This design comes from an exercise in tuning for small area, a short achievable clock period and few clock cycles per item on the open sky130 flow, not from production work. RTL that was checked went through simulation tests only; none was proved equivalent to the original. Only the layout flow was run in runs 2 to 6; the RTL was not checked for function there. No activity file was given, so power comes from the tool's default toggle rates.

`flow/flow/run.sh`:
```
#!/bin/bash
# The standard layout with two changes: synthesis leaves adders to abc (no
# full/half-adder cells), and the ports get plain buffers, not delay cells.
set -euo pipefail
bash standard.sh ADDER_MAP_FILE= "BUFFER_PORTS_ARGS=-buffer_cell sky130_fd_sc_hd__buf_4" finish > standard.log 2>&1
```
`flow/standard.sh`:
```
#!/bin/bash
# synth_recipe.tcl (not shown) runs the flow's synth.tcl, then flattens the netlist and writes it again
# the make line also repeats each setting of config.mk as NAME=value (left out here)
make -C /OpenROAD-flow-scripts/flow DESIGN_CONFIG=/design/flow/config.mk WORK_HOME=/design/flow/orfs CLKGATE_MAP_FILE= SYNTH_SCRIPT=/design/flow/synth_recipe.tcl "${@:-finish}"
```
`flow/config.mk`:
```
export PLATFORM = sky130hd
export DESIGN_NAME = lc4_superscalar
export DESIGN_NICKNAME = lc4_superscalar
export VERILOG_FILES = /design/flow/design.v
export SDC_FILE = /design/flow/constraint.sdc
export NUM_CORES = 4
export LEC_CHECK = 0
export ABC_AREA = 1
export CAP_MARGIN = 20
export CORE_MARGIN = 2
export CORE_UTILIZATION = 40
export CTS_CLUSTER_DIAMETER = 100
export CTS_CLUSTER_SIZE = 20
export SETUP_SLACK_MARGIN = 3.35
export SLEW_MARGIN = 20
```
`flow/constraint.sdc`:
```
create_clock -name core_clock -period 5.5 [get_ports {gwe}]
set_input_delay 1.1000 -clock core_clock [delete_from_list [all_inputs] [get_ports {gwe}]]
set_output_delay 1.1000 -clock core_clock [all_outputs]
set_load 0.01 [all_outputs]
```
`flow/design.v`:
```
`timescale 1ns/10ps
package lc4_isa_pkg;
   localparam int WORD_W    = 16;  
   localparam int REG_SEL_W = 3;   
   localparam int NZP_W     = 3;
   localparam logic [3:0] OP_ARITH = 4'b0001;
   localparam logic [3:0] OP_LOGIC = 4'b0101;
   localparam logic [3:0] OP_CONST = 4'b1001;
   localparam logic [2:0] ARITH_ADD = 3'b000;
   localparam logic [2:0] ARITH_SUB = 3'b010;
   localparam logic [2:0] LOGIC_AND = 3'b000;
   localparam logic [2:0] LOGIC_NOT = 3'b001;
   localparam logic [2:0] LOGIC_OR  = 3'b010;
   localparam logic [2:0] LOGIC_XOR = 3'b011;
   localparam logic [NZP_W-1:0] NZP_NEG  = 3'b100;
   localparam logic [NZP_W-1:0] NZP_ZERO = 3'b010;
   localparam logic [NZP_W-1:0] NZP_POS  = 3'b001;
   typedef struct packed {
      logic [3:0]           opcode;
      logic [REG_SEL_W-1:0] rd;
      logic [REG_SEL_W-1:0] rs;
      logic [2:0]           sub;   
      logic [REG_SEL_W-1:0] rt;
   } insn_reg_t;
   typedef struct packed {
      logic [3:0]           opcode;
      logic [REG_SEL_W-1:0] rd;
      logic [REG_SEL_W-1:0] rs;
      logic                 imm_flag;  
      logic [4:0]           imm5;
   } insn_imm_t;
   typedef struct packed {
      logic [3:0]           opcode;
      logic [REG_SEL_W-1:0] rd;
      logic [8:0]           imm9;  
   } insn_cst_t;
   typedef union packed {
      insn_reg_t r;
      insn_imm_t i;
      insn_cst_t c;
   } lc4_insn_u;
endpackage
`timescale 1ns/10ps
package lc4_pipe_pkg;
   localparam int WORD_W    = 16;
   localparam int REG_SEL_W = 3;
   localparam int NZP_W     = 3;
   typedef enum logic [1:0] {
      STALL_NONE  = 2'd0,  
      STALL_SPLIT = 2'd1,  
      STALL_RESET = 2'd2   
   } stall_e;
   typedef struct packed {
      logic [REG_SEL_W-1:0] rs_sel;
      logic                              rs_re;
      logic [REG_SEL_W-1:0] rt_sel;
      logic                              rt_re;
      logic [REG_SEL_W-1:0] rd_sel;
      logic                              rf_we;
      logic                              nzp_we;
   } ctrl_t;
   typedef struct packed {
      stall_e                           stall;
      logic [WORD_W-1:0]   pc;
      logic [WORD_W-1:0]                insn;  
      ctrl_t                            ctrl;
   } issue_t;
   typedef struct packed {
      logic                              we;
      logic [REG_SEL_W-1:0] sel;
      logic [WORD_W-1:0]    data;
   } wr_port_t;
   typedef struct packed {
      stall_e                            stall;
      logic [WORD_W-1:0]    pc;
      logic [WORD_W-1:0]    insn;
      logic                              rf_we;
      logic [REG_SEL_W-1:0] wsel;
      logic [WORD_W-1:0]    wdata;
      logic                              nzp_we;
      logic [NZP_W-1:0]     nzp;
   } commit_t;
endpackage
`timescale 1ns/10ps
`timescale 1ns/10ps
`timescale 1ns/10ps
`timescale 1ns/10ps
`timescale 1ns/10ps
`timescale 1ns/10ps
module lc4_superscalar #(
   parameter logic [lc4_isa_pkg::WORD_W-1:0] START_PC = 16'h8200
) (
   input  logic                            gwe,
   input  logic                            i_rst,
   output logic [lc4_isa_pkg::WORD_W-1:0]  o_pc,
   input  lc4_isa_pkg::lc4_insn_u          i_insn_a,
   input  lc4_isa_pkg::lc4_insn_u          i_insn_b,
   output lc4_pipe_pkg::commit_t           o_commit_a,
   output lc4_pipe_pkg::commit_t           o_commit_b
);
   logic [15:0] pc_q;
   always_ff @(posedge gwe) begin
      if (i_rst) pc_q <= START_PC;
      else       pc_q <= pc_q + 16'd1;
   end
   assign o_pc = pc_q;
   logic        d_v;
   logic [15:0] d_insn;
   logic [7:0]  d_rs1h, d_rt1h;    
   always_ff @(posedge gwe) begin
      d_v    <= !i_rst;
      d_insn <= i_insn_a;
      d_rs1h <= 8'd1 << i_insn_a[8:6];
      d_rt1h <= 8'd1 << i_insn_a[2:0];
   end
   logic        x_v, x_we, x_fa, x_fb, x_sub;
   logic [15:0] x_insn, x_a, x_b;
   logic        w_v, w_we, w_z;
   logic [15:0] w_insn, w_data, w_pc;
   logic [15:0] regs [8];
   logic        d_wr, d_imm, d_sub;
   logic [2:0]  d_rs, d_rt;
   logic [15:0] d_a, d_b;
   assign d_wr  = (d_insn[15:12] == 4'b0001) || (d_insn[15:12] == 4'b0101) ||
                  (d_insn[15:12] == 4'b1001);
   assign d_imm = d_insn[5];
   assign d_sub = d_insn[15:12] == 4'b0001 && d_insn[5:3] == 3'b010;
   assign d_rs  = d_insn[8:6];
   assign d_rt  = d_insn[2:0];
   logic [15:0] rd_s, rd_t;
   always_comb begin
      rd_s = '0;
      rd_t = '0;
      for (int r = 0; r < 8; r++) begin
         rd_s = rd_s | (regs[r] & {16{d_rs1h[r]}});
         rd_t = rd_t | (regs[r] & {16{d_rt1h[r]}});
      end
   end
   assign d_a   = (w_we && w_insn[11:9] == d_rs) ? w_data : rd_s;
   assign d_b   = d_imm ? {{11{d_insn[4]}}, d_insn[4:0]} :
                  (w_we && w_insn[11:9] == d_rt) ? w_data : rd_t;
   always_ff @(posedge gwe) begin
      if (i_rst) begin
         x_v  <= 1'b0;
         x_we <= 1'b0;
      end else begin
         x_v  <= d_v;
         x_we <= d_v && d_wr;
      end
      x_insn <= d_insn;
      x_sub  <= d_sub;
      x_a    <= d_a;
      x_b    <= d_b;
      x_fa   <= x_we && (x_insn[11:9] == d_rs);
      x_fb   <= x_we && !d_imm && (x_insn[11:9] == d_rt);
   end
   logic [15:0] op_a, bb, g, p, gg, pp, sum, res;
   logic        is_arith, is_logic, is_const, is_imm;
   logic        s_sum, s_and, s_not, s_or, s_xor;
   assign is_arith = x_insn[15:12] == 4'b0001;
   assign is_logic = x_insn[15:12] == 4'b0101;
   assign is_const = x_insn[15:12] == 4'b1001;
   assign is_imm   = x_insn[5];
   assign s_sum    = is_arith && (is_imm || !x_insn[3]);    
   assign s_and    = is_logic && (is_imm || x_insn[4:3] == 2'b00);
   assign s_not    = is_logic && !is_imm && x_insn[4:3] == 2'b01;
   assign s_or     = is_logic && !is_imm && x_insn[4:3] == 2'b10;
   assign s_xor    = is_logic && !is_imm && x_insn[4:3] == 2'b11;
   assign op_a = x_fa ? w_data : x_a;
   assign bb   = x_fb ? (w_data ^ {16{x_sub}}) : (x_b ^ {16{x_sub}});   
   assign g    = op_a & bb;
   assign p    = op_a ^ bb;
   always_comb begin
      logic [15:0] gn, pn;
      gg    = g;
      pp    = p;
      gg[0] = g[0] | (p[0] & x_sub);
      for (int d = 1; d < 16; d = d * 2) begin
         gn = gg;
         pn = pp;
         for (int i = d; i < 16; i++) begin
            gn[i] = gg[i] | (pp[i] & gg[i-d]);
            pn[i] = pp[i] & pp[i-d];
         end
         gg = gn;
         pp = pn;
      end
   end
   assign sum = p ^ {gg[14:0], x_sub};
   logic [15:0] res_ns, t;
   logic        z_sum, res_z;
   assign res_ns = ({16{s_and}} & g) |
                   ({16{s_not}} & ~op_a) |
                   ({16{s_or}}  & (g | p)) |
                   ({16{s_xor}} & p) |
                   ({16{is_const}} & {{7{x_insn[8]}}, x_insn[8:0]});
   assign res    = ({16{s_sum}} & sum) | res_ns;
   assign t      = op_a | bb;
   assign z_sum  = &(p ~^ {t[14:0], x_sub});
   assign res_z  = s_sum ? z_sum : (res_ns == 16'd0);
   always_ff @(posedge gwe) begin
      if (i_rst) begin
         w_v  <= 1'b0;
         w_we <= 1'b0;
         w_pc <= START_PC - 16'd3;
      end else begin
         w_v  <= x_v;
         w_we <= x_we;
         w_pc <= w_pc + 16'd1;
      end
      w_insn <= x_insn;
      w_data <= res;
      w_z    <= res_z;
   end
   logic [15:0] rf_wd;
   assign rf_wd = w_data & ~{16{i_rst}};
   always_ff @(posedge gwe) begin
      for (int r = 0; r < 8; r++)
         if (i_rst || (w_we && w_insn[11:9] == 3'(r))) regs[r] <= rf_wd;
   end
   always_comb begin
      o_commit_a.stall  = w_v ? lc4_pipe_pkg::STALL_NONE : lc4_pipe_pkg::STALL_SPLIT;
      o_commit_a.pc     = w_pc;
      o_commit_a.insn   = w_insn;
      o_commit_a.rf_we  = w_we;
      o_commit_a.wsel   = w_insn[11:9];
      o_commit_a.wdata  = w_data;
      o_commit_a.nzp_we = w_we;
      if (w_data[15])          o_commit_a.nzp = lc4_isa_pkg::NZP_NEG;
      else if (w_z)            o_commit_a.nzp = lc4_isa_pkg::NZP_ZERO;
      else                     o_commit_a.nzp = lc4_isa_pkg::NZP_POS;
   end
   assign o_commit_b = {lc4_pipe_pkg::STALL_SPLIT, 56'd0};
endmodule
```
==> results of run 1 <==
## layer usage
layer | track usage (%) | wire [µm] | vias up
met5 | 0 | 0 | -
met4 | 6.502 | 865 | 0
met3 | 3.452 | 2593 | 62
met2 | 37.43 | 19510 | 474
met1 | 27.82 | 16420 | 5214
li1 | - | - | 5397
## cells by family after synthesis
| kind of cell | synth area share [%] |
|---|---|
| buffers and inverters | 10.07 |
| AND/OR/NAND/NOR | 25.58 |
| AO/OA/AOI/OAI | 11.44 |
| other | 0.05599 |
| flip-flops | 51.49 |
| XOR/XNOR | 1.371 |
## timing repair
| action | in CTS | in global routing |
|---|---|---|
| endpoints found under the setup margin | 160 | 39 |
| gates cloned | 0 | 3 |
| pin swaps | 0 | 15 |
| resized for setup | 71 | 83 |
| buffers inserted | 10 | 17 |
## worst max-delay path, stage by stage (launching register included)
cell and delay (ns):
dfxtp_4 0.36, nor2_1 0.09, buf_4 0.12
## Yosys cell counts, types with 2 or more instances
cell,count,area share (%)
and2_1,2,0.093
o21bai_1,2,0.11
nand4_1,17,0.79
nand3_1,101,3.8
a41oi_1,2,0.13
clkbuf_1,35,0.98
o21ai_0,67,2.5
dfxtp_1,153,23
a31oi_1,16,0.75
nand2_1,454,13
nor4_1,5,0.23
nand2_4,2,0.17
o22ai_1,17,0.79
conb_1,2,0.056
xor2_1,15,0.98
buf_6,5,0.42
nor3_1,28,1.0
edfxtp_1,128,29
nor2_2,8,0.37
buf_4,70,3.9
a221oi_1,35,2.3
o21ai_2,6,0.39
a22oi_1,4,0.22
o211ai_1,6,0.34
inv_2,5,0.14
o2111ai_1,10,0.65
o31ai_1,3,0.17
nand2_2,22,1.0
xnor2_1,6,0.39
nand3_2,13,0.97
a22o_1,7,0.46
nor2_1,112,3.1
buf_2,6,0.22
nor2_4,9,0.76
o21ai_1,15,0.56
a21oi_1,45,1.7
inv_1,147,4.1
## layout make-up
class | instances | area [µm²]
clock buffers | 27 | 515.5
clock inverters | 2 | 20.02
fillers | 3230 | 17710
inverters | 155 | 621.8
multi-input cells | 1100 | 5731
flip-flops and latches | 281 | 7023
well taps | 448 | 560.5
repair buffers | 128 | 1099
## sequential cells by signal, indices dropped and copies added, names as in the netlist, 16 cells and up
signal  count
d_insn     16
pc_q       16
regs      128
w_data     16
w_insn     16
w_pc       16
x_a        16
x_b        16
x_insn     16
## power by group through the flow
stage | Combinational (µW) | Sequential (µW) | Clock, µW
floorplan | 481 | 2420 | 0
global placement | 631 | 2460 | 0
detailed placement | 635 | 2460 | 0
CTS | 655 | 2410 | 1380
global route | 784 | 2420 | 1460
finish | 709 | 2410 | 1350
## per-stage QoR
stage,cells,util (%)
floorplan,1654,-
global placement,2082,42.88
detailed placement,2082,42.88
CTS,2121,45.22
global route,2141,46.78
finish,2141,46.78
## worst max-delay path by stage
stage                    start             to  slack (ns)
CTS                 x_insn[15]            w_z        3.28
global route               w_z  o_commit_a[1]        3.26
floorplan                i_rst     regs[3][0]        3.40
finish              w_data[15]  o_commit_a[0]        3.33
detailed placement       i_rst     regs[4][8]        2.76
global placement         i_rst     regs[4][8]        2.77
==> impl_metrics.ini, run 1 <==
[cts]
htree_levels = 1
cts.path.max_buffers = 3
tritoncts = done
clkLatencyLatePin_ns = 0.51
cts.sinks = 281
clkTransAtPathRegs_ns = 0.08
cts-root-buf = clkbuf_16
cts_hold_buf = 0
cts_buffers = 18

[die]
design.die.area_um2 = 35020
core-area_um2 = 33280
die-height_um = 187.1
initial_core_util_pct = 40.31
placementRows = 67
die_w_um = 187.1
ios = 166

[sta]
hold_slack_ns = 0.3303
setup_viol = 0
rsz0062_at_grt = yes
finalHoldViolCount = 0
max_slew.worst_pin.slew_ns = 0.9634
post-route-min-period_ns = 2.172
fmaxAchievable_ghz = 0.4604
slew_viol_final = 0
skew_ns = 0.01643
maxSlewHeadroom_pct = 35.69
min_period_over_period_pct = 39.49
fin_ws_ns = 3.328
fin_tns_setup_ns = 0

[logic_synthesis]
ys_seq_elements = 281
ys_types = 54
async_reset_ff_share_pct = 0
ys_seq_area_share_pct = 51.49
syn_inst = 1597
synth_edf_count = 128
synthFlopType = dfxtp_1
syn_area_um2 = 13410
synth_area_per_cell_um2 = 8.400
ys_warn_count = 2

[run]
max-cap-violations = 0

[power_and_ir_drop]
pwr-share-comb_pct = 15.9
power.total_uw = 4470
pwr_density_cell_nw_per_um2 = 287.1
p_leak_uw = 0.006665
vdd_drop_max_mv = 0.1662
netSwitchingPower_uw = 1263
p_int_uw = 3207
switching_share_pct = 28.26
power_frac_clock_pct = 30.3
power.share.sequential_pct = 53.9

[global_routing]
grt_overflow = 0
antenna_found_initial = 0
grt_pass1_vias = 10478
grt_max_degree = 33
grt_pass1_wl_mm = 59.55
grt_usage_pct = 21.62

[min_path]
hold_path_class = flop to flop
hold_end = x_insn[10]
worstHoldStart = d_insn[10]
whs_path_depth = 0

[routing]
drt-wirelength-per-cell_um = 18.40
vias = 11147
dr.pass1.iters = 6
drc_errors = 0
first_iter_violations = 1152
drt-total-wl_mm = 39.39
final_antenna_net_count = 0
vias_per_cell = 5.206

[worst_setup_path]
r2r_end = w_z
criticalPathCategory = flop to primary output
path_max_fanout = 5
timing.rr.start = x_insn[15]
crit_path_end_kind = primary output
r2r_slack_ns = 3.47
cp-start-kind = flop
arrival_ns = 1.07
cp.required_ns = 4.40
reg2reg_depth = 14

[finish]
finalInstanceArea_um2 = 15570
antenna_cells = 0
final_cell_mix = 444 x nand2_1, 144 x inv_1, 128 x edfxtp_1, 115 x buf_4, 108 x dfxtp_1
final_common_cell = nand2_1
drive_gt1_share_pct = 19.08
area_growth_pct = 16.07
final_nets = 1718

[place]
place_congestion = 0.9074
portBuffers = 90
postPlaceCellArea_um2 = 14270
hpwl_mm = 27.15
pre_cts_slack_ns = 2.756

[outcome]
status = finished clean
Testbench counts, summed over its fixed seeds: cycles 12,024, items 12,000.
==> run 2: changes to the inputs <==
--- a/flow/design.v
+++ b/flow/design.v
@@ -226,9 +226,7 @@
       o_commit_a.wsel   = w_insn[11:9];
       o_commit_a.wdata  = w_data;
       o_commit_a.nzp_we = w_we;
-      if (w_data[15])          o_commit_a.nzp = lc4_isa_pkg::NZP_NEG;
-      else if (w_z)            o_commit_a.nzp = lc4_isa_pkg::NZP_ZERO;
-      else                     o_commit_a.nzp = lc4_isa_pkg::NZP_POS;
+      o_commit_a.nzp    = {w_data[15], w_z, !w_data[15] && !w_z};
    end
    assign o_commit_b = {lc4_pipe_pkg::STALL_SPLIT, 56'd0};
 endmodule
==> flow/flow/run.sh (replaced) <==
#!/bin/bash
# The standard layout with two changes: synthesis leaves adders to abc (no
# full/half-adder cells), and the ports get plain buffers, not delay cells.
set -euo pipefail
bash standard.sh ADDER_MAP_FILE= "BUFFER_PORTS_ARGS=-buffer_cell sky130_fd_sc_hd__buf_2" finish > standard.log 2>&1
--- a/flow/config.mk
+++ b/flow/config.mk
@@ -11,5 +11,5 @@
 export CORE_UTILIZATION = 40
 export CTS_CLUSTER_DIAMETER = 100
 export CTS_CLUSTER_SIZE = 20
-export SETUP_SLACK_MARGIN = 3.35
+export SETUP_SLACK_MARGIN = 3.2
 export SLEW_MARGIN = 20
==> run 2 against run 1 <==
Against the previous run: first-iteration DRC count decreased by 16%; critical endpoint is now o_commit_a[4]; final area is 5.6% lower; global-route usage barely moved; cell count shrank 1.1%; largest power group unchanged; total power fell by 1.8%; largest cell class unchanged; sequential power is essentially flat.
==> impl_metrics.ini, run 2 <==
[outcome]
status = finished clean

[die]
initial_core_util_pct = 40.40
design.die.area_um2 = 35190
die-height_um = 187.6
placementRows = 67
ios = 166
die_w_um = 187.6
core-area_um2 = 33360

[cts]
cts.path.max_buffers = 3
cts_hold_buf = 0
cts_buffers = 18
cts-root-buf = clkbuf_16
tritoncts = done
htree_levels = 1
cts.sinks = 281
clkTransAtPathRegs_ns = 0.08
clkLatencyLatePin_ns = 0.51

[routing]
final_antenna_net_count = 0
vias_per_cell = 5.270
first_iter_violations = 964
vias = 11161
drt-total-wl_mm = 39.40
drt-wirelength-per-cell_um = 18.60
drc_errors = 0
dr.pass1.iters = 6

[finish]
drive_gt1_share_pct = 14.25
area_growth_pct = 9.068
largest_reg_flops = 128
final_cell_mix = 441 x nand2_1, 141 x dfxtp_1, 136 x inv_1, 128 x edfxtp_1, 126 x nor2_1
regMostFlops = regs
final_common_cell = nand2_1
antenna_cells = 0
final_nets = 1694
nFillCells = 3259

[place]
place_congestion = 0.9226
portBuffers = 90
hpwl_mm = 26.79

[worst_setup_path]
r2r_slack_ns = 3.27
criticalPathCategory = flop to primary output
r2r_end = w_z
crit_buf_inv = 1
arrival_ns = 1.18
path_max_fanout = 5
crit_family = flip-flops
cp.required_ns = 4.40
crit_chain = buf_2
timing.rr.start = x_insn[3]
reg2reg_depth = 13
crit_slowest_cell = dfxtp_2
cp-start-kind = flop
worst_path_largest_cell_delay_ns = 0.48
crit_start = w_data[0]
crit_path_end_kind = primary output

[min_path]
worstHoldStart = d_insn[11]
hold_end = x_insn[11]
hold_path_class = flop to flop
whs_path_depth = 0

[power_and_ir_drop]
pwr_density_cell_nw_per_um2 = 298.5
p_leak_uw = 0.006439
vdd_drop_max_mv = 0.1885

[logic_synthesis]
async_reset_ff_share_pct = 0
syn_area_um2 = 13480
synthFlopType = dfxtp_1
synth_edf_count = 128
synth_area_per_cell_um2 = 8.420
syn_inst = 1601
synth_common_cells = 445 x nand2_1, 153 x dfxtp_1, 138 x inv_1
yosys-top-cells-area = edfxtp_1 29%, dfxtp_1 23%, nand2_1 12%
ys_seq_area_share_pct = 51.23
ys_seq_elements = 281
netlist.area_leader.share_pct = 28.51
ys_types = 53
synth.most_common_cell = nand2_1
ys_warn_count = 2
synth_area_leader_cell = edfxtp_1

[global_routing]
grt_max_degree = 33
grt_pass1_vias = 10288
grt_overflow = 0
grt_usage_pct = 21.64
grt_pass1_wl_mm = 59.55
antenna_found_initial = 0

[sta]
slew_viol_final = 0
post-route-min-period_ns = 2.276
rsz0062_at_grt = yes
finalHoldViolCount = 0
hold_slack_ns = 0.3324
fmaxAchievable_ghz = 0.4395
min_period_over_period_pct = 41.37
skew_ns = 0.01854
maxSlewHeadroom_pct = 27.22
setup_viol = 0
fin_tns_setup_ns = 0
max_slew.worst_pin.slew_ns = 1.090

[run]
max-cap-violations = 0
run 2: cell type report:
type	instances	area [µm²]	share of cell area (%)
Clock buffer	27	505.5	3.438
Sequential cell	281	6927	47.11
Timing Repair Buffer	108	616.8	4.195
Clock inverter	3	23.77	0.1617
Inverter	149	593.1	4.034
Multi-Input combinational cell	1101	5472	37.21
Tap cell	448	560.5	3.812
Timing Repair inverter	1	5.005	0.03404
run 2: how the worst max path moves through the flow:
stage | cells after the start | endpoint | slack (ns)
global route | 13 | w_z | 3.08
floorplan | 3 | regs[0][0] | 3.05
finish | 1 | o_commit_a[4] | 3.22
global placement | 4 | regs[6][14] | 2.24
CTS | 1 | o_commit_a[5] | 3.20
detailed placement | 4 | regs[5][15] | 2.21
run 2: report_power, final:
group | switching, µW | internal (µW)
sequential | 116 | 2300
combinational | 431 | 200
clock | 691 | 646
run 2: metrics by stage:
step | utilization (%) | setup WS (ns) | total power (µW) | instance area [µm²] | cells
after CTS | 43.73 | 3.201 | 4405 | 14590 | 2113
after floorplan | - | 3.050 | 2895 | 13690 | 1658
after global routing | 44.07 | 3.077 | 4575 | 14700 | 2118
after global placement | 41.97 | 2.245 | 3072 | 14000 | 2082
final | 44.07 | 3.224 | 4389 | 14700 | 2118
after detailed placement | 41.97 | 2.209 | 3079 | 14000 | 2082
run 2: cells by family after synthesis:
family | synth area share [%]
buffers and inverters | 10.21
AOI/OAI and AO/OA | 12.03
and+or+nand+nor | 25.56
DFF | 51.23
other | 0.05571
xor gates and xnor gates | 0.9096
run 2: layer usage:
| layer | wire length, µm | up-vias | global-route usage [%] |
|---|---|---|---|
| li1 | - | 5378 | - |
| met1 | 16670 | 5189 | 28.59 |
| met2 | 18740 | 494 | 36.65 |
| met3 | 2777 | 100 | 2.583 |
| met4 | 1218 | 0 | 7.692 |
| met5 | 0 | - | 0 |
run 2: timing repair:
action                     in CTS  in global routing
setup buffers                   0                  5
gates cloned                    1                  0
gates resized for setup        20                 18
pin swaps                       0                  1
setup endpoints to repair     154                144
==> run 3: changes to the inputs <==
--- a/flow/config.mk
+++ b/flow/config.mk
@@ -9,7 +9,7 @@
 export CAP_MARGIN = 20
 export CORE_MARGIN = 2
 export CORE_UTILIZATION = 40
-export CTS_CLUSTER_DIAMETER = 100
-export CTS_CLUSTER_SIZE = 20
+export CTS_CLUSTER_DIAMETER = 150
+export CTS_CLUSTER_SIZE = 26
 export SETUP_SLACK_MARGIN = 3.2
 export SLEW_MARGIN = 20
==> run 3 against run 2 <==
Against the previous run: still clean on timing, DRC and antenna; clock power shrank 13%; combinational power is essentially flat; global-route usage is essentially flat; largest power group unchanged.
==> impl_metrics.ini, run 3 <==
[logic_synthesis]
ys_types = 53
synth.most_common_cell = nand2_1
ys_warn_count = 2
synth_compound_area_share_pct = 12.03
synthMuxAreaShare_pct = 0
synth_edf_count = 128
syn_area_um2 = 13480
synth_common_cells = 445 x nand2_1, 153 x dfxtp_1, 138 x inv_1
synth_simple_gate_area_share_pct = 25.56
syn_inst = 1601
synth_top_family_by_area = simple AND/OR/NAND/NOR gates
synth-xor-area-share_pct = 0.9096
synthFlopType = dfxtp_1
async_reset_ff_share_pct = 0
ys_seq_area_share_pct = 51.23
ys_seq_elements = 281
yosys-top-cells-area = edfxtp_1 29%, dfxtp_1 23%, nand2_1 12%
synth_area_leader_cell = edfxtp_1
netlist.area_leader.share_pct = 28.51
synth_area_per_cell_um2 = 8.420
synth-adder-area-share_pct = 0

[place]
hpwl_mm = 26.79
portBuffers = 90
place_congestion = 0.9226

[power_and_ir_drop]
netSwitchingPower_uw = 1199
vdd_drop_max_mv = 0.1582
pwr-share-comb_pct = 14.9
p_leak_uw = 0.006380
power.total_uw = 4218
pwr_density_cell_nw_per_um2 = 289.1
p_int_uw = 3018
power.share.sequential_pct = 57.4
power_frac_clock_pct = 27.6
switching_share_pct = 28.44

[global_routing]
grt_pass1_wl_mm = 59.49
grt_pass1_vias = 10257
antenna_found_initial = 0
grt_max_degree = 33
grt_overflow = 0
grt_usage_pct = 21.64

[die]
die-height_um = 187.6
ios = 166
core-area_um2 = 33360
initial_core_util_pct = 40.40
die_w_um = 187.6
design.die.area_um2 = 35190
placementRows = 67

[sta]
finalHoldViolCount = 0
slew_viol_final = 0
post-route-min-period_ns = 2.269
rsz0062_at_grt = no
skew_ns = 0.02724
fmaxAchievable_ghz = 0.4407
fin_tns_setup_ns = 0
maxSlewHeadroom_pct = 28.20
min_period_over_period_pct = 41.26
setup_viol = 0
max_slew.worst_pin.slew_ns = 1.075

[finish]
nFillCells = 3288
regMostFlops = regs
final_nets = 1691
largest_reg_flops = 128
final_cell_mix = 440 x nand2_1, 138 x dfxtp_1, 136 x inv_1, 128 x edfxtp_1, 125 x nor2_1
drive_gt1_share_pct = 14.30
area_growth_pct = 8.224
antenna_cells = 0
final_common_cell = nand2_1

[worst_setup_path]
crit_chain = buf_2
crit_buf_inv = 1
arrival_ns = 1.17
worst_path_largest_cell_delay_ns = 0.49
cp-start-kind = flop
crit_slowest_cell = dfxtp_2
crit_path_end_kind = primary output
path_max_fanout = 5
criticalPathCategory = flop to primary output
crit_family = flip-flops
cp.required_ns = 4.40

[routing]
vias = 11111
final_antenna_net_count = 0
drc_errors = 0
dr.pass1.iters = 5
vias_per_cell = 5.261
drt-total-wl_mm = 39.47
first_iter_violations = 919
drt-wirelength-per-cell_um = 18.69

[cts]
cts.sinks = 281
clkLatencyLatePin_ns = 0.50
cts-root-buf = clkbuf_16
tritoncts = done
clkTransAtPathRegs_ns = 0.11
htree_levels = 1
cts_buffers = 14
cts.path.max_buffers = 3
cts_hold_buf = 0

[run]
max-cap-violations = 0

[outcome]
status = finished clean

[min_path]
hold_path_class = flop to flop
-- run 3: layout make-up --
class | instances | area (µm²) | share of cell area, %
Inverter | 149 | 593.1 | 4.065
Clock buffer | 22 | 401.6 | 2.753
Timing Repair inverter | 2 | 12.51 | 0.08576
Tap cell | 448 | 560.5 | 3.842
Multi-Input combinational cell | 1101 | 5477 | 37.54
Sequential cell | 281 | 6930 | 47.50
Timing Repair Buffer | 108 | 608.1 | 4.168
Clock inverter | 1 | 6.256 | 0.04288
-- run 3: cell families after synthesis --
kind of cell | Yosys count
other | 2
buffers and inverters | 276
XOR/XNOR | 14
AO/OA/AOI/OAI | 242
AND/OR/NAND/NOR | 786
flip-flops | 281
-- run 3: per-layer routing --
layer	GRT usage, %	wire length [µm]
met1	28.86	16910
met2	36.47	18610
met3	2.414	2616
met4	7.662	1337
met5	0	0
-- run 3: worst register-to-register path: cells and delay by family, from the launching register on --
family	cells	cell delay (ns)
simple gates	10	1.23
flops	1	0.44
buf+inv	3	0.41
-- run 3: what timing repair did --
item,CTS,global route
setup buffers,1,4
pin swaps,0,1
resized for setup,21,24
endpoints found under the setup margin,154,19
cloned,1,1
-- run 3: path summary, 6_finish.rpt --
path | start | to | slack [ns] | cells after the start
min | d_insn[11] | x_insn[11] | 0.34 | 0
max reg2reg | x_insn[4] | w_z | 3.36 | 13
min reg2reg | d_insn[11] | x_insn[11] | 0.34 | 0
max | w_data[0] | o_commit_a[4] | 3.23 | 1
-- run 3: power groups by stage --
stage	logic [µW]	registers [µW]	clock network, µW
CTS	621	2420	1190
global placement	609	2460	0
floorplan	480	2420	0
detailed placement	615	2460	0
global route	704	2430	1260
finish	630	2420	1170
-- run 3: stage by stage --
step	setup slack [ns]	util, %	instances	hold WS [ns]	cell area [µm²]
2_1_floorplan	3.050	-	1658	0.3096	13690
3_3_place_gp	2.245	41.97	2082	0.3134	14000
3_5_place_dp	2.209	41.97	2082	0.3135	14000
4_1_cts	3.204	43.40	2107	0.3361	14480
5_1_grt	3.202	43.73	2112	0.3444	14590
6_report	3.231	43.73	2112	0.3364	14590
==> run 4: changes to the inputs <==
--- a/flow/design.v
+++ b/flow/design.v
@@ -196,8 +196,8 @@
                    ({16{is_const}} & {{7{x_insn[8]}}, x_insn[8:0]});
    assign res    = ({16{s_sum}} & sum) | res_ns;
    assign t      = op_a | bb;
-   assign z_sum  = &(p ~^ {t[14:0], x_sub});
-   assign res_z  = s_sum ? z_sum : (res_ns == 16'd0);
+   assign z_sum  = &(p[15:8] ~^ t[14:7]);
+   assign res_z  = (res[7:0] == 8'd0) && (s_sum ? z_sum : (res_ns[15:8] == 8'd0));
    always_ff @(posedge gwe) begin
       if (i_rst) begin
          w_v  <= 1'b0;
==> run 4 against run 3 <==
Against the previous run: non-clock buffer count is 8 higher; critical endpoint is now o_commit_a[15]; cell count is 2.1% lower; largest cell class unchanged; clock power hardly changed; critical path type unchanged; critical path depth stayed put.
==> impl_metrics.ini, run 4 <==
[outcome]
status = finished clean

[logic_synthesis]
async_reset_ff_share_pct = 0
yosys-top-cells-area = edfxtp_1 29%, dfxtp_1 23%, nand2_1 13%
synth_common_cells = 461 x nand2_1, 153 x dfxtp_1, 136 x inv_1
synth_edf_count = 128
ys_warn_count = 2
ys_types = 47
ys_seq_elements = 281
netlist.area_leader.share_pct = 29.35
ys_seq_area_share_pct = 52.73
syn_area_um2 = 13100
synth.most_common_cell = nand2_1
syn_inst = 1549
synthFlopType = dfxtp_1
synth_area_leader_cell = edfxtp_1
synth_area_per_cell_um2 = 8.455

[finish]
antenna_cells = 0
finalCoreUtilization_pct = 44.40
final_nets = 1652
nFillCells = 3196
area_growth_pct = 9.734
largest_reg_flops = 128
final_cell_mix = 458 x nand2_1, 133 x inv_1, 133 x dfxtp_1, 128 x edfxtp_1, 113 x nor2_1
multiInputGateArea_um2 = 5196
drive_gt1_share_pct = 15.44
regMostFlops = regs
finalInstanceArea_um2 = 14370
final_common_cell = nand2_1
area.sequential_um2 = 6944
instances_no_fill = 2068

[worst_setup_path]
cp.required_ns = 4.40
r2r_end = w_data[11]
timing.rr.start = x_fa
crit_path_end_kind = primary output
r2r_slack_ns = 3.38
criticalPathCategory = flop to primary output
path_max_fanout = 5
crit_slowest_cell = dfxtp_1
reg2reg_depth = 13
arrival_ns = 1.16
cp-start-kind = flop
crit_chain = buf_2
worst_path_largest_cell_delay_ns = 0.48
crit_buf_inv = 1
crit_family = flip-flops

[cts]
cts_buffers = 14
cts.sinks = 281
clkLatencyLatePin_ns = 0.50
clkTransAtPathRegs_ns = 0.11
cts-root-buf = clkbuf_16
htree_levels = 1
cts.path.max_buffers = 3
tritoncts = done

[routing]
vias_per_cell = 5.113
met1Wirelength_mm = 15.30
route.top_layer_used = met4
drt-total-wl_mm = 36.18
drc_errors = 0
first_iter_violations = 1056
met3_length_mm = 2.303
dr.pass1.iters = 7
met2WireLength_mm = 17.88
vias = 10573
drt-wirelength-per-cell_um = 17.50
final_antenna_net_count = 0

[min_path]
hold_path_class = flop to flop
worstHoldStart = d_insn[10]
whs_path_depth = 0
hold_end = x_insn[10]

[global_routing]
antenna_found_initial = 0
grt_usage_pct = 20.55
grt_overflow = 0
grt_pass1_vias = 9620
grt_max_degree = 37
grt_pass1_wl_mm = 54.25

[sta]
max_slew.worst_pin.slew_ns = 0.9329
rsz0062_at_grt = yes
fmaxAchievable_ghz = 0.4424
slew_viol_final = 0
fin_ws_ns = 3.239
maxSlewHeadroom_pct = 37.72
finalHoldViolCount = 0
min_period_over_period_pct = 41.10
setup_viol = 0
post-route-min-period_ns = 2.261
fin_tns_setup_ns = 0
skew_ns = 0.02324

[power_and_ir_drop]
power_frac_clock_pct = 27.9
switching_share_pct = 27.40
pwr-share-comb_pct = 13.7
pwr_density_cell_nw_per_um2 = 288.0
netSwitchingPower_uw = 1134
p_int_uw = 3005
vdd_drop_max_mv = 0.1599
power.share.sequential_pct = 58.4
p_leak_uw = 0.006252

[die]
core-area_um2 = 32370
ios = 166
design.die.area_um2 = 34210
die-height_um = 185.0
placementRows = 66
die_w_um = 185.0
initial_core_util_pct = 40.46

[run]
max-cap-violations = 0

[place]
hpwl_mm = 24.81
pre_cts_slack_ns = 2.253
postPlaceCellArea_um2 = 13650
portBuffers = 90
numPlacedInstances = 2028
place_congestion = 0.9072
run 4: through the flow:
stage	total power, µW	hold slack (ns)
after floorplan	2857	0.3096
after global placement	3000	0.3099
after detailed placement	3009	0.3121
after CTS	4153	0.3381
after global routing	4331	0.3418
final	4139	0.3356
run 4: how the worst max path moves through the flow:
stage / from / end / slack (ns) / depth (start not counted)
floorplan: i_rst / regs[0][0] / 2.93 / 4
global placement: i_rst / regs[6][14] / 2.26 / 4
detailed placement: i_rst / regs[7][13] / 2.25 / 4
CTS: x_sub / w_data[11] / 3.18 / 12
global route: x_fb / w_data[12] / 3.18 / 16
finish: w_data[11] / o_commit_a[15] / 3.24 / 1
run 4: kinds of logic after synthesis:
group / synth area share [%]
xor gates and xnor gates: 0.6688
buffers and inverters: 10.14
DFF: 52.73
other: 0.05734
AOI/OAI and AO/OA: 11.12
and+or+nand+nor: 25.29
run 4: area by class of cell:
type | count | share of cell area, %
timing repair buffer | 116 | 4.814
timing repair inverter | 3 | 0.1393
clock buffer | 23 | 2.821
clock inverter | 1 | 0.04353
sequential | 281 | 48.32
tap | 442 | 3.848
inverter | 144 | 3.865
multi-input combinational | 1058 | 36.15
run 4: per-layer routing:
| metal | global-route usage, % | vias to the layer above |
|---|---|---|
| li1 | - | 5187 |
| met1 | 27.23 | 4939 |
| met2 | 35.82 | 391 |
| met3 | 2.399 | 56 |
| met4 | 4.984 | 0 |
| met5 | 0 | - |
run 4: timing repair:
item | in CTS | in global routing
gates resized for setup | 22 | 37
pin swaps | 0 | 3
hold buffers | 0 | 0
endpoints found under the setup margin | 155 | 28
cloned | 2 | 2
setup buffers | 0 | 12
run 4: power groups by stage:
| stage | Sequential [µW] | Combinational (µW) | Clock, µW |
|---|---|---|---|
| floorplan | 2420 | 441 | 0 |
| global placement | 2460 | 541 | 0 |
| detailed placement | 2460 | 548 | 0 |
| CTS | 2410 | 552 | 1190 |
| global route | 2430 | 643 | 1260 |
| finish | 2420 | 566 | 1160 |
==> run 5: changes to the inputs <==
--- a/flow/config.mk
+++ b/flow/config.mk
@@ -9,7 +9,7 @@
 export CAP_MARGIN = 20
 export CORE_MARGIN = 2
 export CORE_UTILIZATION = 40
-export CTS_CLUSTER_DIAMETER = 150
-export CTS_CLUSTER_SIZE = 26
+export CTS_CLUSTER_DIAMETER = 100
+export CTS_CLUSTER_SIZE = 20
 export SETUP_SLACK_MARGIN = 3.2
 export SLEW_MARGIN = 20
==> run 5 against run 4 <==
Against the previous run: synthesized cell count is the same; sequential cell count is the same; count of clock-buffer cells in the layout increased by 5; via count is 0.96% higher; worst setup slack worse by 0.0067 ns; total power up 4.1%; core utilization grew 0.28 points; combinational power is 0.7% lower; die area is the same; global-route usage increased by 0.23 points; clock skew rose by 0.016 ns; area after synthesis did not move; critical path type unchanged.
==> impl_metrics.ini, run 5 <==
[finish]
final_common_cell = nand2_1
largest_reg_flops = 128
finalInstanceArea_um2 = 14460
area_growth_pct = 10.42
regMostFlops = regs
final_cell_mix = 457 x nand2_1, 134 x inv_1, 132 x dfxtp_1, 128 x edfxtp_1, 114 x nor2_1
final_nets = 1658
finalCoreUtilization_pct = 44.68
antenna_cells = 0
drive_gt1_share_pct = 15.66

[sta]
min_period_over_period_pct = 41.22
setup_viol = 0
max_slew.worst_pin.slew_ns = 0.9338
rsz0062_at_grt = yes
fmaxAchievable_ghz = 0.4411
skew_ns = 0.03952
finalHoldViolCount = 0
slew_viol_final = 0
maxSlewHeadroom_pct = 37.66
fin_tns_setup_ns = 0
post-route-min-period_ns = 2.267

[die]
design.die.area_um2 = 34210
core-area_um2 = 32370
ios = 166
die_w_um = 185.0
die-height_um = 185.0
initial_core_util_pct = 40.46
placementRows = 66

[logic_synthesis]
async_reset_ff_share_pct = 0
synth_area_leader_cell = edfxtp_1
synth.most_common_cell = nand2_1
synthFlopType = dfxtp_1
ys_seq_area_share_pct = 52.73
synthMuxAreaShare_pct = 0
yosys-top-cells-area = edfxtp_1 29%, dfxtp_1 23%, nand2_1 13%
synth_common_cells = 461 x nand2_1, 153 x dfxtp_1, 136 x inv_1
ys_types = 47
synth_simple_gate_area_share_pct = 25.29
syn_area_um2 = 13100
synth-xor-area-share_pct = 0.6687
ys_warn_count = 2
syn_inst = 1549
synth_top_family_by_area = simple AND/OR/NAND/NOR gates
synth_edf_count = 128
synth_area_per_cell_um2 = 8.455
netlist.area_leader.share_pct = 29.35
synth-adder-area-share_pct = 0
synth_compound_area_share_pct = 11.12
ys_seq_elements = 281

[place]
postPlaceCellArea_um2 = 13650
place_congestion = 0.9072
portBuffers = 90
hpwl_mm = 24.81

[routing]
first_iter_violations = 1001
drc_errors = 0
drt-wirelength-per-cell_um = 17.51
dr.pass1.iters = 6
vias_per_cell = 5.140
vias = 10675
final_antenna_net_count = 0
drt-total-wl_mm = 36.36

[global_routing]
gr-max-usage-layer = met2
use_met2_pct = 35.90
antenna_found_initial = 0
grt_usage_pct = 20.78
grt_overflow = 0
grt.met1_usage_pct = 27.33
met3_usage_pct = 2.792
grt_pass1_vias = 9704
grt_max_degree = 37
grt_pass1_wl_mm = 54.74

[cts]
cts.path.max_buffers = 3
cts-root-buf = clkbuf_16
cts_buffers = 18
cts.sinks = 281
htree_levels = 1
clkTransAtPathRegs_ns = 0.09
clkLatencyLatePin_ns = 0.53
tritoncts = done

[run]
max-cap-violations = 0

[power_and_ir_drop]
vdd_drop_max_mv = 0.1701
power.total_uw = 4310
p_leak_uw = 0.006316
pwr_density_cell_nw_per_um2 = 298.0

[worst_setup_path]
cp.required_ns = 4.40
crit_chain = buf_2
worst_path_largest_cell_delay_ns = 0.47
crit_buf_inv = 1
arrival_ns = 1.17
crit_start = w_data[11]
crit_family = flip-flops
cp-start-kind = flop
criticalPathCategory = flop to primary output
path_max_fanout = 5
crit_slowest_cell = dfxtp_1
timing.rr.start = x_insn[14]
crit_path_end_kind = primary output

[min_path]
worstHoldStart = d_insn[10]
hold_path_class = flop to flop

[outcome]
status = finished clean
-- run 5: cell counts after synthesis --
Identical to the previous run, type by type.
-- run 5: per-stage QoR --
| step | hold slack (ns) | setup WS (ns) | instances |
|---|---|---|---|
| floorplan | 0.3096 | 2.927 | 1606 |
| global placement | 0.3099 | 2.257 | 2028 |
| detailed placement | 0.3121 | 2.253 | 2028 |
| CTS | 0.3321 | 3.208 | 2062 |
| global route | 0.3366 | 3.162 | 2077 |
| finish | 0.3332 | 3.233 | 2077 |
-- run 5: layout make-up --
class                           count  area [µm²]
Fill cell                        3190       17910
Tap cell                          442       553.0
Clock buffer                       28       488.0
Timing Repair inverter              3       20.02
Clock inverter                      3       38.79
Timing Repair Buffer              118       690.7
Inverter                          144       560.5
Sequential cell                   281        6943
Multi-Input combinational cell   1058        5169
-- run 5: path summary, 6_finish.rpt --
| kind | endpoint | cells past startpoint | slack [ns] |
|---|---|---|---|
| worst max-delay path | o_commit_a[15] | 1 | 3.23 |
| worst min-delay path | x_insn[10] | 0 | 0.33 |
| worst max register to register | w_z | 13 | 3.35 |
| worst min register to register | x_insn[10] | 0 | 0.33 |
-- run 5: logic make-up after synthesis --
group	after synthesis
AO/OA/AOI/OAI	222
XOR/XNOR	10
buffers and inverters	267
flip-flops	281
other	2
AND/OR/NAND/NOR	767
-- run 5: what timing repair did --
action	CTS	global route
resized for setup	25	28
endpoints found under the setup margin	157	34
buffers inserted	0	14
gates cloned	3	1
hold buffers	0	0
-- run 5: where the power goes --
| group | leakage [µW] | internal [µW] | switching [µW] | total (µW) |
|---|---|---|---|---|
| combinational | 0.00347 | 182 | 379 | 562 |
| clock | 0.000252 | 629 | 704 | 1330 |
| sequential | 0.00260 | 2310 | 111 | 2420 |
| total | 0.00632 | 3120 | 1190 | 4310 |
-- run 5: routing by layer --
metal / up-vias / part of all wire, %
met5: - / 0
met4: 0 / 2.5
met3: 72 / 6.4
met2: 416 / 49
met1: 4981 / 42
li1: 5206 / -
==> run 6: changes to the inputs <==
--- a/flow/design.v
+++ b/flow/design.v
@@ -110,7 +110,7 @@
    always_ff @(posedge gwe) begin
       d_v    <= !i_rst;
       d_insn <= i_insn_a;
-      d_rs1h <= 8'd1 << i_insn_a[8:6];
+      d_rs1h <= (i_insn_a[15:12] == 4'b1001) ? 8'd0 : 8'd1 << i_insn_a[8:6];
       d_rt1h <= 8'd1 << i_insn_a[2:0];
    end
    logic        x_v, x_we, x_fa, x_fb, x_sub;
@@ -118,12 +118,14 @@
    logic        w_v, w_we, w_z;
    logic [15:0] w_insn, w_data, w_pc;
    logic [15:0] regs [8];
-   logic        d_wr, d_imm, d_sub;
+   logic        d_wr, d_imm, d_sub, d_const, d_not;
    logic [2:0]  d_rs, d_rt;
    logic [15:0] d_a, d_b;
    assign d_wr  = (d_insn[15:12] == 4'b0001) || (d_insn[15:12] == 4'b0101) ||
                   (d_insn[15:12] == 4'b1001);
-   assign d_imm = d_insn[5];
+   assign d_imm   = d_insn[5];
+   assign d_const = d_insn[15:12] == 4'b1001;
+   assign d_not   = d_insn[15:12] == 4'b0101 && d_insn[5:3] == 3'b001;
    assign d_sub = d_insn[15:12] == 4'b0001 && d_insn[5:3] == 3'b010;
    assign d_rs  = d_insn[8:6];
    assign d_rt  = d_insn[2:0];
@@ -136,8 +138,10 @@
          rd_t = rd_t | (regs[r] & {16{d_rt1h[r]}});
       end
    end
-   assign d_a   = (w_we && w_insn[11:9] == d_rs) ? w_data : rd_s;
-   assign d_b   = d_imm ? {{11{d_insn[4]}}, d_insn[4:0]} :
+   assign d_a   = (w_we && !d_const && w_insn[11:9] == d_rs) ? w_data : rd_s;
+   assign d_b   = d_const ? {{7{d_insn[8]}}, d_insn[8:0]} :
+                  d_not   ? 16'hffff :
+                  d_imm   ? {{11{d_insn[4]}}, d_insn[4:0]} :
                   (w_we && w_insn[11:9] == d_rt) ? w_data : rd_t;
    always_ff @(posedge gwe) begin
       if (i_rst) begin
@@ -151,21 +155,20 @@
       x_sub  <= d_sub;
       x_a    <= d_a;
       x_b    <= d_b;
-      x_fa   <= x_we && (x_insn[11:9] == d_rs);
-      x_fb   <= x_we && !d_imm && (x_insn[11:9] == d_rt);
+      x_fa   <= x_we && !d_const && (x_insn[11:9] == d_rs);
+      x_fb   <= x_we && !d_imm && !d_const && !d_not && (x_insn[11:9] == d_rt);
    end
    logic [15:0] op_a, bb, g, p, gg, pp, sum, res;
    logic        is_arith, is_logic, is_const, is_imm;
-   logic        s_sum, s_and, s_not, s_or, s_xor;
+   logic        s_sum, s_and, s_or, s_xor;
    assign is_arith = x_insn[15:12] == 4'b0001;
    assign is_logic = x_insn[15:12] == 4'b0101;
    assign is_const = x_insn[15:12] == 4'b1001;
    assign is_imm   = x_insn[5];
-   assign s_sum    = is_arith && (is_imm || !x_insn[3]);    
+   assign s_sum    = (is_arith && (is_imm || !x_insn[3])) || is_const;   
    assign s_and    = is_logic && (is_imm || x_insn[4:3] == 2'b00);
-   assign s_not    = is_logic && !is_imm && x_insn[4:3] == 2'b01;
    assign s_or     = is_logic && !is_imm && x_insn[4:3] == 2'b10;
-   assign s_xor    = is_logic && !is_imm && x_insn[4:3] == 2'b11;
+   assign s_xor    = is_logic && !is_imm && x_insn[3];           
    assign op_a = x_fa ? w_data : x_a;
    assign bb   = x_fb ? (w_data ^ {16{x_sub}}) : (x_b ^ {16{x_sub}});   
    assign g    = op_a & bb;
@@ -190,10 +193,8 @@
    logic [15:0] res_ns, t;
    logic        z_sum, res_z;
    assign res_ns = ({16{s_and}} & g) |
-                   ({16{s_not}} & ~op_a) |
                    ({16{s_or}}  & (g | p)) |
-                   ({16{s_xor}} & p) |
-                   ({16{is_const}} & {{7{x_insn[8]}}, x_insn[8:0]});
+                   ({16{s_xor}} & p);
    assign res    = ({16{s_sum}} & sum) | res_ns;
    assign t      = op_a | bb;
    assign z_sum  = &(p[15:8] ~^ t[14:7]);
==> run 6 against run 5 <==
Against the previous run: combinational power rose by 7.3%; worst hold slack got worse by 0.0032 ns; area after synthesis fell by 0.75%; core utilization fell by 0.40 points; total power rose by 2.1%; count of clock-buffer cells in the layout fell by 1.
==> impl_metrics.ini, run 6 <==
[finish]
largest_reg_flops = 128
instances_no_fill = 2044
final_common_cell = nand2_1
nFillCells = 3168
final_cell_mix = 412 x nand2_1, 144 x inv_1, 141 x dfxtp_1, 128 x edfxtp_1, 107 x nor2_1
drive_gt1_share_pct = 14.37
area_growth_pct = 9.972
regMostFlops = regs
final_nets = 1624

[logic_synthesis]
syn_area_um2 = 13000
synth_common_cells = 423 x nand2_1, 153 x dfxtp_1, 144 x inv_1
syn_inst = 1522
synth_area_leader_cell = edfxtp_1
synth_compound_area_share_pct = 11.02
synthFlopType = dfxtp_1
synth_simple_gate_area_share_pct = 24.39
netlist.area_leader.share_pct = 29.57
yosys-top-cells-area = edfxtp_1 30%, dfxtp_1 24%, nand2_1 12%
ys_warn_count = 2
synth-xor-area-share_pct = 0.9433
ys_seq_elements = 281
synth_top_family_by_area = simple AND/OR/NAND/NOR gates
synthMuxAreaShare_pct = 0
synth.most_common_cell = nand2_1
synth_edf_count = 128
ys_types = 49
async_reset_ff_share_pct = 0
synth_area_per_cell_um2 = 8.541
synth-adder-area-share_pct = 0
ys_seq_area_share_pct = 53.13

[sta]
maxSlewHeadroom_pct = 31.50
rsz0062_at_grt = yes
post-route-min-period_ns = 2.236
skew_ns = 0.02466
fmaxAchievable_ghz = 0.4473
setup_viol = 0
fin_tns_setup_ns = 0
max_slew.worst_pin.slew_ns = 1.026
slew_viol_final = 0
min_period_over_period_pct = 40.65
finalHoldViolCount = 0

[cts]
cts.sinks = 281
cts-root-buf = clkbuf_16
clkTransAtPathRegs_ns = 0.08
htree_levels = 1
cts_hold_buf = 0
tritoncts = done
cts_buffers = 18
cts.path.max_buffers = 3
clkLatencyLatePin_ns = 0.52

[worst_setup_path]
path_max_fanout = 5
crit_slowest_cell = dfxtp_1
crit_cells = 1
crit_start = w_data[14]
criticalPathCategory = flop to primary output
worst_path_largest_cell_delay_ns = 0.45
crit_family = flip-flops
timing.rr.start = d_insn[0]
cp-start-kind = flop
cp.required_ns = 4.40
arrival_ns = 1.14
crit_buf_inv = 1
crit_chain = buf_2
r2r_end = x_b[3]
crit_path_end_kind = primary output
reg2reg_depth = 9
r2r_slack_ns = 3.35
timing.critical_path.to = o_commit_a[18]

[die]
die_w_um = 184.3
ios = 166
placementRows = 66
die-height_um = 184.3
design.die.area_um2 = 33960
core-area_um2 = 32290
initial_core_util_pct = 40.26

[power_and_ir_drop]
vdd_drop_max_mv = 0.2111
pwr-share-comb_pct = 13.7
power.share.sequential_pct = 55.1
power_frac_clock_pct = 31.2
switching_share_pct = 27.65
netSwitchingPower_uw = 1217
pwr_density_cell_nw_per_um2 = 307.9
p_leak_uw = 0.006150
p_int_uw = 3185

[place]
place_congestion = 0.8981
numPlacedInstances = 2009
hpwl_mm = 23.32
portBuffers = 90

[routing]
drt-wirelength-per-cell_um = 16.98
drc_errors = 0
first_iter_violations = 1044
drt-total-wl_mm = 34.71
vias = 10321
final_antenna_net_count = 0
dr.pass1.iters = 5
vias_per_cell = 5.049

[global_routing]
grt_overflow = 0
grt_pass1_vias = 9640
grt_usage_pct = 20.32
grt_pass1_wl_mm = 53.41
antenna_found_initial = 0
grt_max_degree = 37

[outcome]
status = finished clean

[min_path]
hold_path_class = flop to flop

[run]
max-cap-violations = 0
run 6: what timing repair did:
item                                    in CTS  in global routing
endpoints found under the hold margin        0                  0
resized for setup                           15                 38
pin swaps                                    0                  3
setup buffers                                0                  3
endpoints found under the setup margin     137                 34
run 6: final cells by class:
class | count | area [µm²] | area share [%]
Antenna cell | 1 | 2.502 | 0.01751
Tap cell | 442 | 553.0 | 3.869
Timing Repair Buffer | 109 | 619.3 | 4.333
Clock buffer | 27 | 484.2 | 3.387
Multi-Input combinational cell | 1022 | 5032 | 35.20
Inverter | 158 | 609.3 | 4.263
Sequential cell | 281 | 6927 | 48.45
Clock inverter | 4 | 67.56 | 0.4726
run 6: routing by layer:
layer	up-vias	global-route usage (%)	wire [µm]
met5	-	0	0
met4	0	6.144	825
met3	64	3.063	2495
met2	400	36.15	16920
met1	4759	25.43	14470
li1	5098	-	-
run 6: through the flow:
step | util, % | power [µW] | hold slack, ns | area, µm² | worst slack (ns)
6_report | 44.27 | 4402 | 0.3300 | 14300 | 3.264
5_1_grt | 44.26 | 4608 | 0.3391 | 14290 | 3.167
4_1_cts | 43.82 | 4416 | 0.3317 | 14150 | 3.201
3_5_place_dp | 42.04 | 3050 | 0.3121 | 13570 | 2.607
3_3_place_gp | 42.04 | 3042 | 0.3112 | 13570 | 2.636
2_1_floorplan | - | 2891 | 0.3096 | 13210 | 3.004
run 6: worst min path at each step:
stage	start	endpoint	slack, ns	cells after the start
3_3_place_gp	x_insn[2]	w_insn[2]	0.31	0
6_report	x_insn[2]	w_insn[2]	0.33	0
2_1_floorplan	x_insn[0]	w_insn[0]	0.31	0
4_1_cts	d_insn[10]	x_insn[10]	0.33	0
5_1_grt	d_insn[11]	x_insn[11]	0.34	0
3_5_place_dp	d_insn[10]	x_insn[10]	0.31	0
run 6: kinds of logic (layout without fill, tap and decap cells):
family,Yosys count,count (layout)
simple gates,729,729
flops,281,281
buf+inv,276,298
compound gates,220,220
xor+xnor,14,14
other cells,2,60
run 6: power groups by stage:
stage	logic (µW)	registers (µW)	clock network, µW
2_1_floorplan	464	2430	0
4_1_cts	582	2420	1410
6_report	603	2430	1370
3_5_place_dp	579	2470	0
5_1_grt	684	2440	1480
3_3_place_gp	573	2470	0
==> run 7: changes to the inputs <==
--- a/flow/design.v
+++ b/flow/design.v
@@ -121,14 +121,14 @@
    logic        d_wr, d_imm, d_sub, d_const, d_not;
    logic [2:0]  d_rs, d_rt;
    logic [15:0] d_a, d_b;
-   assign d_wr  = (d_insn[15:12] == 4'b0001) || (d_insn[15:12] == 4'b0101) ||
-                  (d_insn[15:12] == 4'b1001);
+   assign d_wr    = (d_insn[15:12] == 4'b0001) || (d_insn[15:12] == 4'b0101) ||
+                    (d_insn[15:12] == 4'b1001);
    assign d_imm   = d_insn[5];
    assign d_const = d_insn[15:12] == 4'b1001;
    assign d_not   = d_insn[15:12] == 4'b0101 && d_insn[5:3] == 3'b001;
-   assign d_sub = d_insn[15:12] == 4'b0001 && d_insn[5:3] == 3'b010;
-   assign d_rs  = d_insn[8:6];
-   assign d_rt  = d_insn[2:0];
+   assign d_sub   = d_insn[15:12] == 4'b0001 && d_insn[5:3] == 3'b010;
+   assign d_rs    = d_insn[8:6];
+   assign d_rt    = d_insn[2:0];
    logic [15:0] rd_s, rd_t;
    always_comb begin
       rd_s = '0;
==> flow/flow/run.sh (replaced) <==
#!/bin/bash
# The standard layout with two changes: synthesis leaves adders to abc (no
# full/half-adder cells), and the ports get plain buffers, not delay cells.
# The full output of the flow's tools goes to standard.log and to the ORFS
# logs under orfs/logs/.
set -euo pipefail
bash standard.sh ADDER_MAP_FILE= "BUFFER_PORTS_ARGS=-buffer_cell sky130_fd_sc_hd__buf_2" finish > standard.log 2>&1
==> run 7 against run 6 <==
Against the previous run: clock power is essentially flat; worst hold slack did not move; total power unchanged; critical path type unchanged; sequential power is essentially flat; largest power group unchanged; global-route usage is the same; still clean on timing, DRC and antenna.
==> impl_metrics.ini, run 7 <==
[finish]
final_nets = 1624
regMostFlops = regs
final_common_cell = nand2_1
finalCoreUtilization_pct = 44.27
largest_reg_flops = 128
drive_gt1_share_pct = 14.37
final_cell_mix = 412 x nand2_1, 144 x inv_1, 141 x dfxtp_1, 128 x edfxtp_1, 107 x nor2_1
area_growth_pct = 9.972
instances_no_fill = 2044

[logic_synthesis]
synthFlopType = dfxtp_1
synth_area_per_cell_um2 = 8.541
synth_area_leader_cell = edfxtp_1
async_reset_ff_share_pct = 0
ys_warn_count = 2
synth.most_common_cell = nand2_1
syn_area_um2 = 13000
netlist.area_leader.share_pct = 29.57
syn_inst = 1522
ys_seq_elements = 281
synth_common_cells = 423 x nand2_1, 153 x dfxtp_1, 144 x inv_1
ys_types = 49
yosys-top-cells-area = edfxtp_1 30%, dfxtp_1 24%, nand2_1 12%
synth_edf_count = 128
ys_seq_area_share_pct = 53.13

[worst_setup_path]
crit_buf_inv = 1
cp.required_ns = 4.40
worst_path_largest_cell_delay_ns = 0.45
path_max_fanout = 5
cp-start-kind = flop
crit_family = flip-flops
crit_cells = 1
reg2reg_depth = 9
r2r_slack_ns = 3.35
criticalPathCategory = flop to primary output
r2r_end = x_b[3]
timing.critical_path.to = o_commit_a[18]
crit_start = w_data[14]
arrival_ns = 1.14
timing.rr.start = d_insn[0]
crit_slowest_cell = dfxtp_1
crit_chain = buf_2
crit_path_end_kind = primary output

[min_path]
hold_path_class = flop to flop

[power_and_ir_drop]
vdd_drop_max_mv = 0.2111
pwr-share-comb_pct = 13.7
netSwitchingPower_uw = 1217
pwr_density_cell_nw_per_um2 = 307.9
switching_share_pct = 27.65
p_int_uw = 3185
p_leak_uw = 0.006150
power_frac_clock_pct = 31.2
power.share.sequential_pct = 55.1

[cts]
cts_buffers = 18
cts-root-buf = clkbuf_16
tritoncts = done
htree_levels = 1
cts.sinks = 281
cts.path.max_buffers = 3
clkLatencyLatePin_ns = 0.52
clkTransAtPathRegs_ns = 0.08

[place]
place_congestion = 0.8981
hpwl_mm = 23.32
numPlacedInstances = 2009
portBuffers = 90

[sta]
maxSlewHeadroom_pct = 31.50
max_slew.worst_pin.slew_ns = 1.026
fmaxAchievable_ghz = 0.4473
finalHoldViolCount = 0
fin_tns_setup_ns = 0
setup_viol = 0
slew_viol_final = 0
rsz0062_at_grt = yes
min_period_over_period_pct = 40.65
skew_ns = 0.02466
post-route-min-period_ns = 2.236

[global_routing]
grt_overflow = 0
grt_pass1_wl_mm = 53.41
grt_usage_pct = 20.32
grt_max_degree = 37
grt_pass1_vias = 9640
antenna_found_initial = 0

[routing]
final_antenna_net_count = 0
vias = 10321
first_iter_violations = 1044
dr.pass1.iters = 5
drt-total-wl_mm = 34.71
vias_per_cell = 5.049
drc_errors = 0
drt-wirelength-per-cell_um = 16.98

[die]
die-height_um = 184.3
placementRows = 66
initial_core_util_pct = 40.26
design.die.area_um2 = 33960
die_w_um = 184.3
core-area_um2 = 32290
ios = 166

[run]
max-cap-violations = 0

[outcome]
status = finished clean
run 7: cell counts after synthesis:
Identical to the previous run, type by type.
run 7: cell families after synthesis:
group,after synthesis,synth area share [%]
XOR/XNOR,14,0.9433
AND/OR/NAND/NOR,729,24.39
flip-flops,281,53.13
AO/OA/AOI/OAI,220,11.02
buffers and inverters,276,10.45
other,2,0.05777
run 7: layer usage:
metal	global-route usage [%]	part of all wire [%]	up-vias
met5	0	0	-
met3	3.063	7.2	64
met4	6.144	2.4	0
li1	-	-	5098
met2	36.15	49	400
met1	25.43	42	4759
run 7: worst min path at each step:
stage	end	start	depth (start not counted)	slack, ns
CTS	x_insn[10]	d_insn[10]	0	0.33
detailed placement	x_insn[10]	d_insn[10]	0	0.31
global route	x_insn[11]	d_insn[11]	0	0.34
finish	w_insn[2]	x_insn[2]	0	0.33
global placement	w_insn[2]	x_insn[2]	0	0.31
floorplan	w_insn[0]	x_insn[0]	0	0.31
run 7: cell type report:
class                   instances  area [µm²]
flip-flops and latches        281        6927
fillers                      3168       17990
well taps                     442       553.0
repair buffers                109       619.3
inverters                     158       609.3
diodes                          1       2.502
multi-input cells            1022        5032
clock buffers                  27       484.2
clock inverters                 4       67.56
run 7: what timing repair did:
item / CTS / global route
endpoints found under the setup margin: 137 / 34
hold buffers: 0 / 0
gates resized for setup: 15 / 38
cloned: 0 / 0
setup buffers: 0 / 3
pin swaps: 0 / 3
run 7: through the flow:
stage	hold WS [ns]	setup WS, ns	power [µW]	area (µm²)
final	0.3300	3.264	4402	14300
after global routing	0.3391	3.167	4608	14290
after CTS	0.3317	3.201	4416	14150
after detailed placement	0.3121	2.607	3050	13570
after global placement	0.3112	2.636	3042	13570
after floorplan	0.3096	3.004	2891	13210
run 7: power by group through the flow:
stage,Sequential [µW],Combinational [µW],Clock (µW)
global route,2440,684,1480
CTS,2420,582,1410
finish,2430,603,1370
global placement,2470,573,0
detailed placement,2470,579,0
floorplan,2430,464,0
Testbench counts of run 7, summed over its fixed seeds: cycles 12,024, items 12,000.

## port drivers added, routing unchanged
How much do the figures lean on ideal ports? The routed layouts below were timed once more, with nothing changed but the port constraints.
Step 1 assumes that a clkbuf_16 drives the clock port and a buf_2 every other input.
Step 2 also shifts input and output timing later by t, the mid clock arrival at the registers, as if the neighbouring blocks saw the same clock.
Three values: ideal ports, drivers, drivers and shift; two values: the first two.
run | t, ns | setup slack, ns | hold slack, ns | clock arrival spread, ns | pins driven straight from the clock port
run 1 | 0.555 | 3.328 / 3.275 / 2.950 | 0.330 / 0.330 / 0.330 | 0.017 / 0.017 | 1
run 2 | 0.552 | 3.224 / 3.175 / 2.870 | 0.332 / 0.332 / 0.332 | 0.020 / 0.019 | 1
run 3 | 0.540 | 3.231 / 3.180 / 2.869 | 0.336 / 0.336 / 0.336 | 0.030 / 0.030 | 1
run 4 | 0.540 | 3.239 / 3.186 / 2.927 | 0.336 / 0.336 / 0.336 | 0.024 / 0.023 | 1
run 5 | 0.559 | 3.233 / 3.181 / 2.927 | 0.333 / 0.333 / 0.333 | 0.042 / 0.042 | 1
run 6 | 0.560 | 3.264 / 3.213 / 2.837 | 0.330 / 0.330 / 0.330 | 0.027 / 0.027 | 1
run 7 | 0.560 | 3.264 / 3.213 / 2.837 | 0.330 / 0.330 / 0.330 | 0.027 / 0.027 | 1
After both steps every run listed still meets setup and hold.
